Background: an optimization exercise with open tools, aiming at small area, a short achievable clock period and few clock cycles per item. Do not read the settings as production practice. No functional check of the RTL was part of any run shown here.

## flow/design.v (module list and top-level ports; edited modules follow where they fit)
// module operand_issue: 41 lines
// module array_multiplier: 2659 lines
// module csa_fa: 10 lines
// module csa_ha: 9 lines
// module product_fifo: 14 lines
// module word_serializer: 34 lines
// module mul_unit: 58 lines
module mul_unit (
   input  logic     clk,
   input  logic     reset,
   input  logic     op_valid,
   input  mul_pkg::operand_t op_a,
   input  mul_pkg::operand_t op_b,
   output logic     busy,
   output mul_pkg::word_t    res_word,
   output logic     res_valid,
   output logic     res_last
);
  // ...
==> flow/run.sh <==
#!/bin/bash
# synth_recipe.tcl (not shown) runs the flow's synth.tcl, then flattens the netlist and writes it again
# the make line also repeats each setting of config.mk as NAME=value (left out here)
make -C /OpenROAD-flow-scripts/flow DESIGN_CONFIG=/design/flow/config.mk WORK_HOME=/design/flow/orfs CLKGATE_MAP_FILE= SYNTH_SCRIPT=/design/flow/synth_recipe.tcl finish
==> flow/config.mk <==
export PLATFORM = sky130hd
export DESIGN_NAME = mul_unit
export DESIGN_NICKNAME = mul_unit
export VERILOG_FILES = /design/flow/design.v
export SDC_FILE = /design/flow/constraint.sdc
export NUM_CORES = 4
export LEC_CHECK = 0
export ABC_AREA = 1
export CAP_MARGIN = 20
export CORE_MARGIN = 2
export CORE_UTILIZATION = 40
export SLEW_MARGIN = 20
export SYNTH_HIERARCHICAL = 1
==> flow/constraint.sdc <==
create_clock -name core_clock -period 33.0 [get_ports {clk}]
set_input_delay 6.6000 -clock core_clock [delete_from_list [all_inputs] [get_ports {clk}]]
set_output_delay 6.6000 -clock core_clock [all_outputs]
set_load 0.01 [all_outputs]
==> metrics list, run 1 <==
- Library cell occupying the most area in the post-synthesis netlist: fa_1
- Timing would allow up to 124 MHz.
- During synthesis, Yosys emitted a total of 9 warnings.
* Clock tree from TritonCTS: built
- In this run the cell area measured after placement is 26,400 sq um.
- Average wire length per cell after detail routing: 22.3 um
- Remaining design rule violation count: 0
- Largest registers: product_fifo_i.acc_q x49, operand_issue_i.a_q x48, operand_issue_i.b_q x48
* Startpoint Class: flip-flop
- Each instance of the synthesized netlist takes up on average 9.38 sq um.
- The worst setup path is of the reg -> out kind.
- Layout clock buffer count: 18
- Largest cells by area after synthesis: fa_1 (33%), xor2_1 (14%), dfxtp_1 (12%), o22ai_1 (9.4%), edfxtp_1 (5.8%)
- Sinks on Clock Net: 199
- Multi-input logic gates represent a cell area share of 0.670.
- After synthesis, the largest family of logic cells by area is adder cells.
- The floorplan step defined a die boundary enclosing 64,300 sq um.
- The worst register-to-register path has a depth of 28.
* Die height: 254 um
- Post-synthesis to final-layout area growth: 8.46%
* Top Metal Used: met4
- Effective utilization at floorplan: 0.404
- Fraction of the cycle the final worst path needs: 0.244
- Initial antenna violation count: 0
* Clock period minus worst slack: 8050 ps
- The flow ran to the end and the layout has no timing, DRC or antenna violations.
- Of the total synthesized cell area, the portion taken by full adders, half adders and majority gates is 0.376.
- M1 WL: 30,700 um
* Most used cells in the layout excluding fill and tap cells: fa_1 (415), xor2_1 (406), o22ai_1 (376), nand2_1 (329), inv_1 (307)
* Count of final hold-check violations: 0
- Post-layout instance area: 27,000 sq um
* Cell count after synthesis: 2,657
- The register with the most flip-flops in the layout has 49 of them.
==> inputs of run 2 (changes only) <==
==> flow/flow/run.sh (new file) <==
#!/bin/bash
# The standard layout, with buf_2 cells as the port buffers instead of the default
# clkdlybuf4s50_1 (smaller and faster). Each make step logs into orfs/logs as usual; the
# make output itself goes to standard.log.
set -euo pipefail
export BUFFER_PORTS_ARGS="-buffer_cell sky130_fd_sc_hd__buf_2"
bash standard.sh > standard.log 2>&1
==> flow/standard.sh (new file) <==
#!/bin/bash
# synth_recipe.tcl (not shown) runs the flow's synth.tcl, then flattens the netlist and writes it again
# the make line also repeats each setting of config.mk as NAME=value (left out here)
make -C /OpenROAD-flow-scripts/flow DESIGN_CONFIG=/design/flow/config.mk WORK_HOME=/design/flow/orfs CLKGATE_MAP_FILE= SYNTH_SCRIPT=/design/flow/synth_recipe.tcl "${@:-finish}"
removed: flow/run.sh
==> metrics list, run 2 <==
- Run status: complete, no violations
- Counting flops with an async set or reset pin after synthesis yields a share of 0.
- Clock tree synthesis inserted a total of 17 buffers.
- Crit-path slowest cell: dfxtp_1
* Residual overflow from global routing: 0
* Worst slack at placement: 25,540 ps
* FMAX: 130 MHz (+4.6%)
- The most used flip-flop cell after synthesis is dfxtp_1.
- Register clock-pin slew on the reported worst setup and hold paths: 80 ps
* Register with the most flip-flops: product_fifo_i.acc_q
- Final Max Tran Viols: 0
* Count of endpoints failing setup in the final report: 0
* Wire length of the first global-routing pass: 120,000 um
- Post-synthesis to final-layout area growth: 5.79%
* Count of antenna-violating nets left after detailed routing: 0
- Max FFs per register: 49 (unchanged)
* Largest fanout on the critical path: 1
- The synthesized area divided by synthesized cell count is 9.38 sq um (unchanged).
- Library cell occupying the most area in the post-synthesis netlist: fa_1
- Of the post-synthesis cell area, the dominant cell type holds 0.333.
- In this run the core area contains 91 standard-cell rows.
* Total via count in the routed design: 19,300
* EDFF count, synth: 48
- Clock period minus worst slack: 7700 ps (-352 ps)
- Postcts setup bufs: 0
- Class of the most critical hold timing path: reg -> reg
- Once detailed placement completed, the half-perimeter wirelength came to 56,600 um.
- Count of final hold-check violations: 0 (unchanged)
* Setup repair after global routing missed its margin: no
- The part of the cycle the worst path needs is 0.233 (-0.0107).
- The tree is rooted in a clkbuf_16.
- Critical path data arrival time: 1100 ps
* Bufs and invs on worst path: 1
- Worst setup path class: reg -> out
- 0 antenna diodes ended up in the layout.
- Number of distinct standard cells referenced by the synthesized netlist: 42
- Max-cap violations in this run came to 0.
* Final estimated routing congestion in global placement: 0.935
- The layout has 6,002 filler cells.
* Via count of the first global-routing pass: 20,400
* Number of iterations in the first detailed-routing pass: 6
* Cells on worst reg2reg path: 27 (-3.6%)
- The initial antenna violation count is 0 (unchanged).
- Most used cells in the layout excluding fill and tap cells: fa_1 (415), xor2_1 (406), o22ai_1 (376), nand2_1 (329), inv_1 (307)
- TritonCTS built the clock tree.
- Sinks on Clock Net: 199 (unchanged)
- In this run the deepest clock path goes through 2 buffers.
- Horizontal die dimension: 254 um
- Startpoint Class: flip-flop
- In the final layout, the registers with the most flip-flops are product_fifo_i.acc_q x49, operand_issue_i.a_q x48, operand_issue_i.b_q x48.
* Largest net degree at the start of global routing: 72
- Sequential area share after synthesis: 0.179
- Total of buffers placed on input and output ports: 133
- Count of cells along the worst hold path: 2
- Via-per-instance ratio: 5.59
- The total area inside the core boundary comes to 61,600 sq um.
* Final nets: 3,202
* Setup slack, reg-to-reg: 25,380 ps
- For this run, the total global-route usage over all layers was measured as 0.244.
* Effective utilization at floorplan: 0.404 (unchanged)
* Remaining design rule violation count: 0 (unchanged)
- Area of the mapped netlist: 24,900 sq um
- In this design, the stage delay of the slowest critical-path cell is 430 ps.
* Setup crit end kind: output pin
* Slew at the pin closest to its max-slew limit: 1070 ps
- The number of instances in the synthesized netlist came to 2,657 (unchanged).
* Number of gates given a new drive strength after cts: 0
* Leading cell type in the layout, fill and taps excluded: fa_1
- For this design, the CTS-stage hold fixing added 0 buffers.
* Final setup TNS: 0 ps
* Most common library cells after synthesis: fa_1 (415), xor2_1 (406), o22ai_1 (376), nand2_1 (329), inv_1 (307)
- Of the cells placed in the final design, the portion with a size suffix greater than 1 is 0.0994.
* # H-tree levels: 4
- Average wire length per cell after detail routing: 22.1 um (-1.1%)
* Post-Layout Cell Count: 3,452
- Clock latency on the worst-skew pair, taken at its later pin, is 510 ps.
- The area of the die was 64,300 sq um (unchanged).
- The first routing iteration left 2,037 violations.
- Synthesis inferred 199 register bits.
- Number of warnings issued by yosys: 9 (unchanged)
- Required time worst endpoint: 26,400 ps
- Worst slew slack as a fraction of its limit: 0.284
* Cells traversed along the worst timing path: buf_2
- Post-placement cell count: 3,421
* Die height: 254 um (unchanged)
* Total number of cells along the worst setup path: 1
* Largest cells by area after synthesis: fa_1 (33%), xor2_1 (14%), dfxtp_1 (12%), o22ai_1 (9.4%), edfxtp_1 (5.8%)
- Final setup slack of the worst path: 25,300 ps
* Most frequently used cell type in the post-synthesis netlist: fa_1
- 134 I/O pins were placed.
- Worst slack on hold paths: 431 ps
- The cell family contributing the most delay on the critical path is flip-flops.
- Between clock sinks in the finished design, the worst skew comes to 24.0 ps.
* Detailed-route wire length: 76,200 um
## run 2: cell counts after synthesis
No cell type changed its count.
## run 2: worst paths after layout
check,from,endpoint
worst max-delay path,word_serializer_i.res_word[31]$_DFF_P_,res_word[31]
worst min-delay path,operand_issue_i.b_q[29]$_DFF_P_,operand_issue_i.b_q[13]$_DFF_P_
worst max register to register,operand_issue_i.b_q[3]$_DFF_P_,product_fifo_i.acc_q[63]$_DFF_P_
worst min register to register,operand_issue_i.b_q[29]$_DFF_P_,operand_issue_i.b_q[13]$_DFF_P_
## run 2: kinds of logic after synthesis
kind of cell / after synthesis / share of synthesized area
DFF: 199 / 0.179
and+or+nand+nor: 509 / 0.0844
xor gates and xnor gates: 416 / 0.146
buffers and inverters: 564 / 0.0980
adders and majority gates: 500 / 0.376
AOI/OAI and AO/OA: 468 / 0.116
other: 1 / 0.000151
## run 2: cell type report
type / instances / area [sq um] / area share
clock inverter: 14 / 185 / 0.00703
tap: 837 / 1050 / 0.0397
clock buffer: 17 / 425 / 0.0161
multi-input combinational: 1901 / 18100 / 0.687
timing repair buffer: 163 / 891 / 0.0338
sequential: 199 / 4480 / 0.170
inverter: 321 / 1210 / 0.0460
## run 2: metal layers
metal	routed length (um)	vias to the layer above	GRT usage
li1	-	8395	-
met1	30600	9716	0.315
met2	36200	1010	0.397
met3	6840	167	0.0595
met4	2570	0	0.0883
met5	0	-	0
## run 2: Yosys stat by module, one instance, submodules excluded, a selection
module,cells,copies in the design,cell area (sq um),flip-flops and latches
array_multiplier,1525,1,10200,0
operand_issue,264,1,3230,100
product_fifo,181,1,1810,64
word_serializer,280,1,1750,35
csa_fa,1,383,20.0,0
csa_ha,1,24,12.5,0
## run 2: stage by stage
stage / util / cell area [sq um]
after floorplan: - / 24900
after global placement: 0.418 / 25700
after detailed placement: 0.418 / 25700
after CTS: 0.428 / 26400
after global routing: 0.428 / 26400
final: 0.428 / 26400

==> static timing again, ports no longer ideal <==
The results above use ideal ports. As a check the final layouts listed here were re-extracted and re-timed, cells and wires unchanged. Step 1 assumes that a clkbuf_16 drives the clock port and a buf_2 every other input. Step 2 moves the port delays by t, midway between the first and last clock arrival at a register: inputs arrive t later, outputs are due t later. That takes back most of the time a late clock gives input paths. Three values: ideal, step 1, step 2; two values: the first two.
run	t (ns)	slack for setup (ns)	slew at the worst register clock pin (ns)
run 1	0.560	24.952 / 24.891 / 25.349	0.09 / 0.09
run 2	0.550	25.303 / 25.246 / 25.379	0.09 / 0.09
After both steps setup and hold are still met in every run listed.
